What follows belongs to an exercise in optimizing a design on an open flow for a short achievable clock period and few clock cycles; a production flow would make more cautious choices. In this exercise RTL edits were held to simulation tests only and were not proved equivalent to the original. Power figures rest on the tool's default switching activity, not on a simulated workload.

### design/flow/run.sh
#!/bin/bash
# synth_recipe.tcl (not shown) runs the flow's synth.tcl, then flattens the netlist and writes it again
# the make line also repeats each setting of config.mk as NAME=value (left out here)
make -C /OpenROAD-flow-scripts/flow DESIGN_CONFIG=/design/flow/config.mk WORK_HOME=/design/flow/orfs CLKGATE_MAP_FILE= SYNTH_SCRIPT=/design/flow/synth_recipe.tcl finish
### design/flow/config.mk
export PLATFORM = sky130hd
export DESIGN_NAME = lc3b_cache
export DESIGN_NICKNAME = lc3b_cache
export VERILOG_FILES = /design/flow/design.v
export SDC_FILE = /design/flow/constraint.sdc
export NUM_CORES = 4
export LEC_CHECK = 0
export CAP_MARGIN = 20
export CORE_MARGIN = 2
export CORE_UTILIZATION = 40
export SETUP_SLACK_MARGIN = 4.5
export SLEW_MARGIN = 20
export SYNTH_HIERARCHICAL = 1
### design/flow/constraint.sdc
create_clock -name core_clock -period 7.0 [get_ports {clk}]
set_input_delay 1.4000 -clock core_clock [delete_from_list [all_inputs] [get_ports {clk}]]
set_output_delay 1.4000 -clock core_clock [all_outputs]
set_load 0.01 [all_outputs]
### design/flow/design.v
`default_nettype none
`default_nettype wire
`timescale 1ns/1ps
`default_nettype none
module byte_insert (
	input logic [4-1:0] sel_index,
	input logic [16-1:0] write_data,
	input logic [128-1:0] input_data,
	input logic [1:0] mem_byte_enable,
	output logic [128-1:0] output_data
	);
logic [6:0] lo_pos;
logic [6:0] hi_pos;
assign lo_pos = {sel_index[3:1], 4'h0};
assign hi_pos = {sel_index[3:1], 4'h8};
always_comb begin
	output_data = input_data;
	if (mem_byte_enable[0]) begin
		output_data[lo_pos +: 8] = write_data[7:0];
	end
	if (mem_byte_enable[1]) begin
		output_data[hi_pos +: 8] = write_data[16-1:8];
	end
end
endmodule
`default_nettype wire
`timescale 1ns/1ps
`default_nettype none
module set_sweep_counter (
	input wire logic clk,
	input wire logic rst_n,
	input wire logic sweep_start,
	output logic [3-1:0] sweep_index,
	output logic sweep_last
	);
logic [3-1:0] count;
always_ff @(posedge clk) begin
	if (!rst_n) begin
		count <= '0;
	end else if (sweep_start) begin
		count <= count + 1'b1;
	end
end
assign sweep_index = count;
assign sweep_last = (count == {3{1'b1}});  
endmodule
`default_nettype wire
`timescale 1ns/1ps
`default_nettype none
module cache_control (
	input wire logic clk,
	input wire logic rst_n,
	output logic ctrl_load_data,
	output logic ctrl_load_tag,
	output logic ctrl_set_dirty,
	output logic ctrl_clear_dirty,
	output logic ctrl_fill_select,
	output logic ctrl_wb_select,
	output logic ctrl_sweep_en,
	input wire logic ctrl_hit,
	input wire logic ctrl_dirty,
	input wire logic mem_read,
	input wire logic mem_write,
	input wire logic pmem_resp,
	input wire logic sweep_last,
	output logic sweep_start,
	output logic mem_resp,
	output logic pmem_read,
	output logic pmem_write
	);
typedef enum logic [2:0] {
	INIT,
	IDLE,
	WRITEBACK,
	FILL,
	RESPOND
} cache_state_t;
cache_state_t state;
cache_state_t next_state;
always_ff @(posedge clk) begin
	if (!rst_n) begin
		state <= INIT;
	end else begin
		state <= next_state;
	end
end
always_comb begin
	next_state = state;
	ctrl_load_data = 1'b0;
	ctrl_load_tag = 1'b0;
	ctrl_set_dirty = 1'b0;
	ctrl_clear_dirty = 1'b0;
	ctrl_fill_select = 1'b0;
	ctrl_wb_select = 1'b0;
	ctrl_sweep_en = 1'b0;
	sweep_start = 1'b0;
	mem_resp = 1'b0;
	pmem_read = 1'b0;
	pmem_write = 1'b0;
	case (state)
		INIT: begin
			sweep_start = 1'b1;
			ctrl_sweep_en = 1'b1;
			if (sweep_last) begin
				next_state = IDLE;
			end
		end
		IDLE: begin
			if (mem_read || mem_write) begin
				if (ctrl_hit) begin
					next_state = RESPOND;
					if (mem_write) begin
						ctrl_load_data = 1'b1;  
						ctrl_set_dirty = 1'b1;
					end
				end else if (ctrl_dirty) begin
					next_state = WRITEBACK;
				end else begin
					next_state = FILL;
				end
			end
		end
		WRITEBACK: begin
			pmem_write = 1'b1;
			ctrl_wb_select = 1'b1;  
			if (pmem_resp) begin
				next_state = FILL;
			end
		end
		FILL: begin
			pmem_read = 1'b1;
			ctrl_fill_select = 1'b1;
			if (pmem_resp) begin
				ctrl_load_data = 1'b1;
				ctrl_load_tag = 1'b1;
				ctrl_clear_dirty = 1'b1;
				next_state = IDLE;  
			end
		end
		RESPOND: begin
			mem_resp = 1'b1;
			next_state = IDLE;
		end
		default: begin
			next_state = INIT;
		end
	endcase
end
endmodule
`default_nettype wire
`timescale 1ns/1ps
`default_nettype none
module dec3_oh (
	input logic [2:0] a,
	output logic [7:0] oh
	);
always_comb begin
	for (int i = 0; i < 8; i++) begin
		oh[i] = (a == i[2:0]);
	end
end
endmodule
module sel8_oh #(
	parameter int W = 1
	) (
	input logic [7:0] oh,
	input logic [8*W-1:0] d,
	output logic [W-1:0] y
	);
always_comb begin
	y = '0;
	for (int k = 0; k < 8; k++) begin
		y = y | ({W{oh[k]}} & d[W*k +: W]);
	end
end
endmodule
module tag_eq #(
	parameter int W = 9
	) (
	input logic v,
	input logic [W-1:0] a,
	input logic [W-1:0] b,
	output logic m
	);
assign m = v && (a == b);
endmodule
`default_nettype wire
`timescale 1ns/1ps
`default_nettype none
module lc3b_cache (
	input wire logic clk,
	input wire logic rst_n,
	input wire logic mem_read,
	input wire logic mem_write,
	input logic [16-1:0] mem_address,
	input logic [16-1:0] mem_wdata,
	input logic [1:0] mem_byte_enable,
	output logic [16-1:0] mem_rdata,
	output logic mem_resp,
	output logic pmem_read,
	output logic pmem_write,
	output logic [9+3-1:0] pmem_address,
	output logic [128-1:0] pmem_wdata,
	input logic [128-1:0] pmem_rdata,
	input wire logic pmem_resp
	);
localparam int SETS = 8;
localparam int TB = 9;
localparam int IB = 3;
localparam int LB = 128;
localparam int WB = 16;
logic [LB-1:0] data_array [SETS];
logic [TB-1:0] tag_array [SETS];
logic [SETS-1:0] valid;
logic [SETS-1:0] dirty;
logic resp_q;
logic [WB-1:0] rdata_q;
logic pread_q;
logic pwrite_q;
logic [TB+IB-1:0] paddr_q;
logic [LB-1:0] pwdata_q;
assign mem_resp = resp_q;
assign mem_rdata = rdata_q;
assign pmem_read = pread_q;
assign pmem_write = pwrite_q;
assign pmem_address = paddr_q;
assign pmem_wdata = pwdata_q;
logic e_wb;
logic e_fill;
logic [IB-1:0] f_idx;
logic [TB-1:0] f_tag;
logic [15:0] mask;
logic st_q;
logic st_wr;
logic wc_q;
logic wc_pend_q;
logic [IB-1:0] wc_idx;
logic [2:0] wc_word;
logic [WB-1:0] wc_data;
logic [1:0] wc_be;
logic [TB-1:0] req_tag;
logic [IB-1:0] index;
logic [2:0] word;
logic req;
assign req_tag = mem_address[15:7];
assign index = mem_address[6:4];
assign word = mem_address[3:1];
assign req = mem_read | mem_write;
logic [SETS-1:0] idx_oh;
logic [7:0] word_oh;
dec3_oh u_idx_dec (.a(index), .oh(idx_oh));
dec3_oh u_word_dec (.a(word), .oh(word_oh));
logic [SETS-1:0] match;
for (genvar i = 0; i < SETS; i++) begin : g_match
	tag_eq #(.W(TB)) u_eq (.v(valid[i]), .a(tag_array[i]), .b(req_tag), .m(match[i]));
end
logic e_busy;
assign e_busy = e_wb | e_fill;
logic fill_now;
assign fill_now = e_fill & pmem_resp;
logic hit;
logic pend;
logic covered;
logic victim_dirty;
sel8_oh #(.W(1)) u_hit (.oh(idx_oh), .d(match), .y(hit));
assign pend = e_busy && (index == f_idx);
assign covered = |(word_oh & {mask[15] & mask[14], mask[13] & mask[12], mask[11] & mask[10],
	mask[9] & mask[8], mask[7] & mask[6], mask[5] & mask[4], mask[3] & mask[2], mask[1] & mask[0]});
sel8_oh #(.W(1)) u_vd (.oh(idx_oh), .d(valid & dirty), .y(victim_dirty));
logic [LB-1:0] line_out;
logic [WB-1:0] word_out;
logic [TB-1:0] victim_tag;
logic [WB-1:0] line_word [SETS];
logic [TB*SETS-1:0] tags_flat;
logic [WB*SETS-1:0] words_flat;
logic [LB*SETS-1:0] all_lines;
for (genvar i = 0; i < SETS; i++) begin : g_sel
	sel8_oh #(.W(WB)) u_word (.oh(word_oh), .d(data_array[i]), .y(line_word[i]));
	assign words_flat[WB*i +: WB] = line_word[i];
	assign tags_flat[TB*i +: TB] = tag_array[i];
	assign all_lines[LB*i +: LB] = data_array[i];
end
sel8_oh #(.W(WB)) u_rword (.oh(idx_oh), .d(words_flat), .y(word_out));
sel8_oh #(.W(LB)) u_line (.oh(idx_oh), .d(all_lines), .y(line_out));
sel8_oh #(.W(TB)) u_vtag (.oh(idx_oh), .d(tags_flat), .y(victim_tag));
logic lookup;
assign lookup = req && !resp_q;
logic e_free;
assign e_free = !e_busy || (fill_now && !pend);
logic start_miss;
assign start_miss = lookup && !hit && e_free;
logic answer_now;
assign answer_now = lookup && ((hit && (!pend || mem_write || covered || fill_now)) ||
	(!hit && e_free && mem_write));
logic [LB-1:0] pend_line;
logic [LB-1:0] fill_line;
logic [WB-1:0] fill_word;
always_comb begin
	pend_line = data_array[f_idx];
	for (int k = 0; k < 16; k++) begin
		fill_line[8*k +: 8] = mask[k] ? pend_line[8*k +: 8] : pmem_rdata[8*k +: 8];
	end
	fill_word = '0;
	for (int w = 0; w < 8; w++) begin
		fill_word = fill_word | ({WB{word_oh[w]}} & fill_line[16*w +: 16]);
	end
end
always_ff @(posedge clk) begin
	if (!rst_n) begin
		resp_q <= 1'b0;
		wc_q <= 1'b0;
		st_q <= 1'b0;
		e_wb <= 1'b0;
		e_fill <= 1'b0;
		pread_q <= 1'b0;
		pwrite_q <= 1'b0;
	end else begin
		resp_q <= answer_now;
		wc_q <= answer_now && mem_write;
		st_q <= start_miss;
		if (start_miss) begin
			e_wb <= victim_dirty;
			pwrite_q <= victim_dirty;
			e_fill <= !victim_dirty;
			pread_q <= !victim_dirty;
		end else if (e_wb && pmem_resp) begin
			e_wb <= 1'b0;
			pwrite_q <= 1'b0;
			e_fill <= 1'b1;
			pread_q <= 1'b1;
		end else if (fill_now) begin
			e_fill <= 1'b0;
			pread_q <= 1'b0;
		end
	end
end
always_ff @(posedge clk) begin
	if (!e_wb) begin
		pwdata_q <= line_out;
	end
	if (!e_busy || fill_now) begin
		paddr_q <= {victim_dirty ? victim_tag : req_tag, index};
		f_idx <= index;
		f_tag <= req_tag;
		st_wr <= mem_write;
	end else if (e_wb && pmem_resp) begin
		paddr_q <= {f_tag, f_idx};
	end
	wc_pend_q <= start_miss || (pend && !fill_now);
	wc_idx <= index;
	wc_word <= word;
	wc_data <= mem_wdata;
	wc_be <= mem_byte_enable;
	rdata_q <= (fill_now && pend) ? fill_word : word_out;
	if (st_q) begin
		mask <= '0;
	end
	if (wc_q && wc_pend_q) begin
		if (wc_be[0]) mask[{wc_word, 1'b0}] <= 1'b1;
		if (wc_be[1]) mask[{wc_word, 1'b1}] <= 1'b1;
	end
end
always_ff @(posedge clk) begin
	for (int i = 0; i < SETS; i++) begin
		for (int k = 0; k < 16; k++) begin
			if (wc_q && wc_idx == i[IB-1:0] && wc_word == k[3:1] && wc_be[k % 2]) begin
				data_array[i][8*k +: 8] <= wc_data[8*(k % 2) +: 8];
			end else if (fill_now && f_idx == i[IB-1:0]) begin
				data_array[i][8*k +: 8] <= fill_line[8*k +: 8];
			end
		end
		if (st_q && f_idx == i[IB-1:0]) begin
			tag_array[i] <= f_tag;
			dirty[i] <= st_wr;
		end else if (wc_q && wc_idx == i[IB-1:0]) begin
			dirty[i] <= 1'b1;
		end
	end
end
always_ff @(posedge clk) begin
	if (!rst_n) begin
		valid <= '0;
	end else if (st_q) begin
		valid[f_idx] <= 1'b1;
	end
end
endmodule
`default_nettype wire
==> out/metrics.yaml <==
outcome: "no timing/DRC/antenna violations"
grt_usage_pct: 48.2
wl_per_cell_um: 47.3
cp.arrival_ns: 4.09
detail_route.iter0.violations: 17500
synth_area_leaders: "edfxtp_1, a22oi_1, a21oi_1, nor2_1, buf_6"
fin_nets: 8044
cp_max_fo: 18
portBuffers: 324
yosysWarnings: 17
max_freq_mhz: 299
start_util_pct: 40.2
yosysUniqueCellTypes: 79
fin_hold_ws_ns: 0.526
reg2reg_from: "f_idx[1]$_DFFE_PN_"
cts_tree: "done"
period_share_pct: 47.7
hold_viol: 0
wirelength_um: 499000
synth-seq-area-share_pct: 51.2
die_h_um: 441
grt_pass1_vias: 70000
syn_inst: 7362
htree_levels: 4
dr.pass1.iters: 14
fin_util_pct: 55.5
synth_compound_area_share_pct: 25.2
synth_xor_area_share_pct: 0.859
p_leak_nw: 36.9
period_minus_slack_ns: 3.34
min_path_cells: 2
max-cap-violations: 0
drc: 0
syn_avg_cell_area_um2: 10.4
synth_adder_area_share_pct: 0.213
max_stage_delay_ns: 0.95
setup_tns_ns: 0
ios: 326
cts-buffers-inserted: 156
cts.clk_slew.worst_paths_ns: 0.06
skew_ns: 0.0385
grt_pass1_wl_um: 634000
startpoint_type: "primary input"
crit_path_start: "mem_address[1]"
via_per_inst: 7.65
drv_slew: 0
grt_overflow_total: 0
cp.required_ns: 7.75
worst_ir_drop_vdd_mv: 0.224
ff2ff_path_depth: 12
die_area_um2: 195000
gp_congestion: 1.11
rows: 160
clock_latency_ns: 0.90
syn-cell-area_um2: 76400
powerDensity_nw_per_um2: 230
cpMaxStageDelayCell: "a22oi_1"
synth_ff_type: "edfxtp_1"
dieWidth_um: 441
rsz0062_at_grt: "true"
synth_seq_cells: 1327
tightestPinTransition_ns: 1.27
met1Wirelength_um: 169000
netlist_top_cells_count: "edfxtp_1, a22oi_1, nor2_1"
dp_hpwl_um: 305000
crit_type: "primary input to register"
met2_length_um: 190000
synth_top_area_cell: "edfxtp_1"
grt_max_degree: 79
hp-class: "register to register"
slew_headroom_pct: 15.2
muxShareOfSynthArea_pct: 4.24
core_area_um2: 190000
cp-end-kind: "register"
num_vias: 80800
syn-num-nets: 7542
yosysTopAreaCellShare_pct: 49.4
root_buffer: "clkbuf_16"
synthArstFlopShare_pct: 0
place_area_um2: 80900
r2r_setup_slack_ns: 3.77
antenna_found_initial: 62
route.antenna.remaining_nets: 0
synth.most_common_cell: "edfxtp_1"
setup_viol: 0
drive_gt1_share_pct: 40.7
crit_chain: "buf_12, and3b_4, buf_4, buf_4, a22oi_1, nand4_1, a22oi_1, nand4_1, nor2_1, a31oi_1"
clock_sinks: 1327
yosys.area_share.simple_pct: 11.8
holdBufCountCts: 0
highest_layer: "met5"
synth_edf_count: 1257
clockBufferDepth: 3
fin_area_um2: 106000
area_growth_pct: 38.0
crit_end: "rdata_q[14]$_DFF_P_"
fin_ws_ns: 3.66
met3_length_um: 95800
pre_cts_ws_ns: 1.82
synth_top_family_by_area: "compound AO/OA/AOI/OAI gates"
r2r-end: "rdata_q[0]$_DFF_P_"
## how the worst min path moves through the flow
stage                           from               endpoint  slack (ns)
2_1_floorplan  valid[7]$_SDFFE_PN0P_  valid[7]$_SDFFE_PN0P_        0.45
3_3_place_gp   valid[1]$_SDFFE_PN0P_  valid[1]$_SDFFE_PN0P_        0.52
3_5_place_dp   valid[5]$_SDFFE_PN0P_  valid[5]$_SDFFE_PN0P_        0.52
4_1_cts        valid[6]$_SDFFE_PN0P_  valid[6]$_SDFFE_PN0P_        0.53
5_1_grt        valid[5]$_SDFFE_PN0P_  valid[5]$_SDFFE_PN0P_        0.54
6_report       valid[5]$_SDFFE_PN0P_  valid[5]$_SDFFE_PN0P_        0.53
## per-module statistics from Yosys, one instance, submodules excluded, a selection
module | cells inside | flip-flops and latches | cell area, um2 | times used
lc3b_cache | 5563 | 1327 | 62200 | 1
dec3_oh | 8 | 0 | 65.1 | 2
## timing repair
item | CTS | global route
cloned | 79 | 17
setup buffers | 383 | 149
pin swaps | 225 | 258
endpoints found under the setup margin | 2489 | 1946
gates resized for setup | 2389 | 1010
## kinds of logic after synthesis
group                      Yosys count
adders and majority gates           13
xor gates and xnor gates            75
and+or+nand+nor                   2020
buffers and inverters              774
AOI/OAI and AO/OA                 2858
muxes                              295
DFF                               1327
## layer usage
| layer | global-route usage, % | vias up |
|---|---|---|
| met3 | 29.5 | 2361 |
| met4 | 27.8 | 83 |
| met2 | 63.8 | 8731 |
| met1 | 58.9 | 39500 |
| met5 | 3.52 | - |
| li1 | - | 30000 |
## through the flow
| stage | total power [mW] | cells |
|---|---|---|
| 2_1_floorplan | 11.3 | 7362 |
| 3_3_place_gp | 12.9 | 9589 |
| 3_5_place_dp | 12.9 | 9589 |
| 4_1_cts | 23.1 | 10300 |
| 5_1_grt | 24.4 | 10500 |
| 6_report | 24.3 | 10600 |
## power breakdown
group | switching, mW | internal (mW) | leakage [nW]
Clock | 3.75 | 5.02 | 2.57
Sequential | 0.203 | 8.99 | 12.2
Combinational | 3.84 | 2.50 | 22.1
Total | 7.80 | 16.5 | 36.9
## sequential cells by signal, indices dropped and copies added, names as in the netlist, 2 cells and up
signal and cells:
wc_word 3, mask 16, wc_be 2, valid 8, wc_idx 3, f_tag 9, dirty 8, paddr_q 12
tag_array 72, pwdata_q 128, f_idx 3, wc_data 16, data_array 1024, rdata_q 16
## worst max-delay path, delay by kind of cell
| family | cells | cell delay, ns |
|---|---|---|
| buffers and inverters | 3 | 0.55 |
| AOI/OAI and AO/OA | 3 | 1.24 |
| and+or+nand+nor | 4 | 0.89 |
## cell usage in the layout (no fill, tap or decap), types with 83 or more instances in the layout
master and count:
edfxtp_1 1257, a22oi_1 1159, nor2_1 991, a21oi_2 814
nand4_1 314, buf_4 256, buf_12 210, clkbuf_16 177
nand2_4 173, buf_6 165, a21oi_1 158, clkdlybuf4s50_1 149
buf_2 134, mux2_2 129, a21oi_4 112, nor2_4 108
a22oi_2 106, a221oi_1 88, mux2_4 85, buf_16 83
## layout make-up
cell class                      instances  area, um2
Inverter                               31        136
Clock buffer                          207       4230
Tap cell                             2511       3140
Multi-Input combinational cell       5271      43500
Fill cell                           15800      84500
Sequential cell                      1327      39200
Clock inverter                         83       1050
Timing Repair Buffer                 1077      14100
Antenna cell                           45        113
Testbench counts, summed over its fixed seeds: cycles 69,988.

[afterwards: timing with drivers on the ports]
The results above use ideal ports. As a check the final layout listed here was re-extracted and re-timed, cells and wires unchanged.
Step 1 (the two cells are an assumption about what drives the block):
set clk [get_ports {clk}]
set_driving_cell -lib_cell sky130_fd_sc_hd__clkbuf_16 $clk
set_driving_cell -lib_cell sky130_fd_sc_hd__buf_2 [delete_from_list [all_inputs] $clk]
Step 2 adds t to the input delays and takes it off the output delays; t is the mean of the earliest and latest rising clock arrival at the registers after step 1. Input paths then give back, and output paths get back, about the clock's delay inside the block.
Three values: no drivers, after step 1, after step 2; two values: the first two.
t (ns): 0.960
setup slack, ns: 3.660 / 3.534 / 2.573
worst setup path at the end: input to register
latest minus earliest clock arrival (ns): 0.039 / 0.039
After both steps setup and hold are still met in this run. The setup slack of this run moves by -0.126 ns with the drivers and by -1.087 ns with both steps.
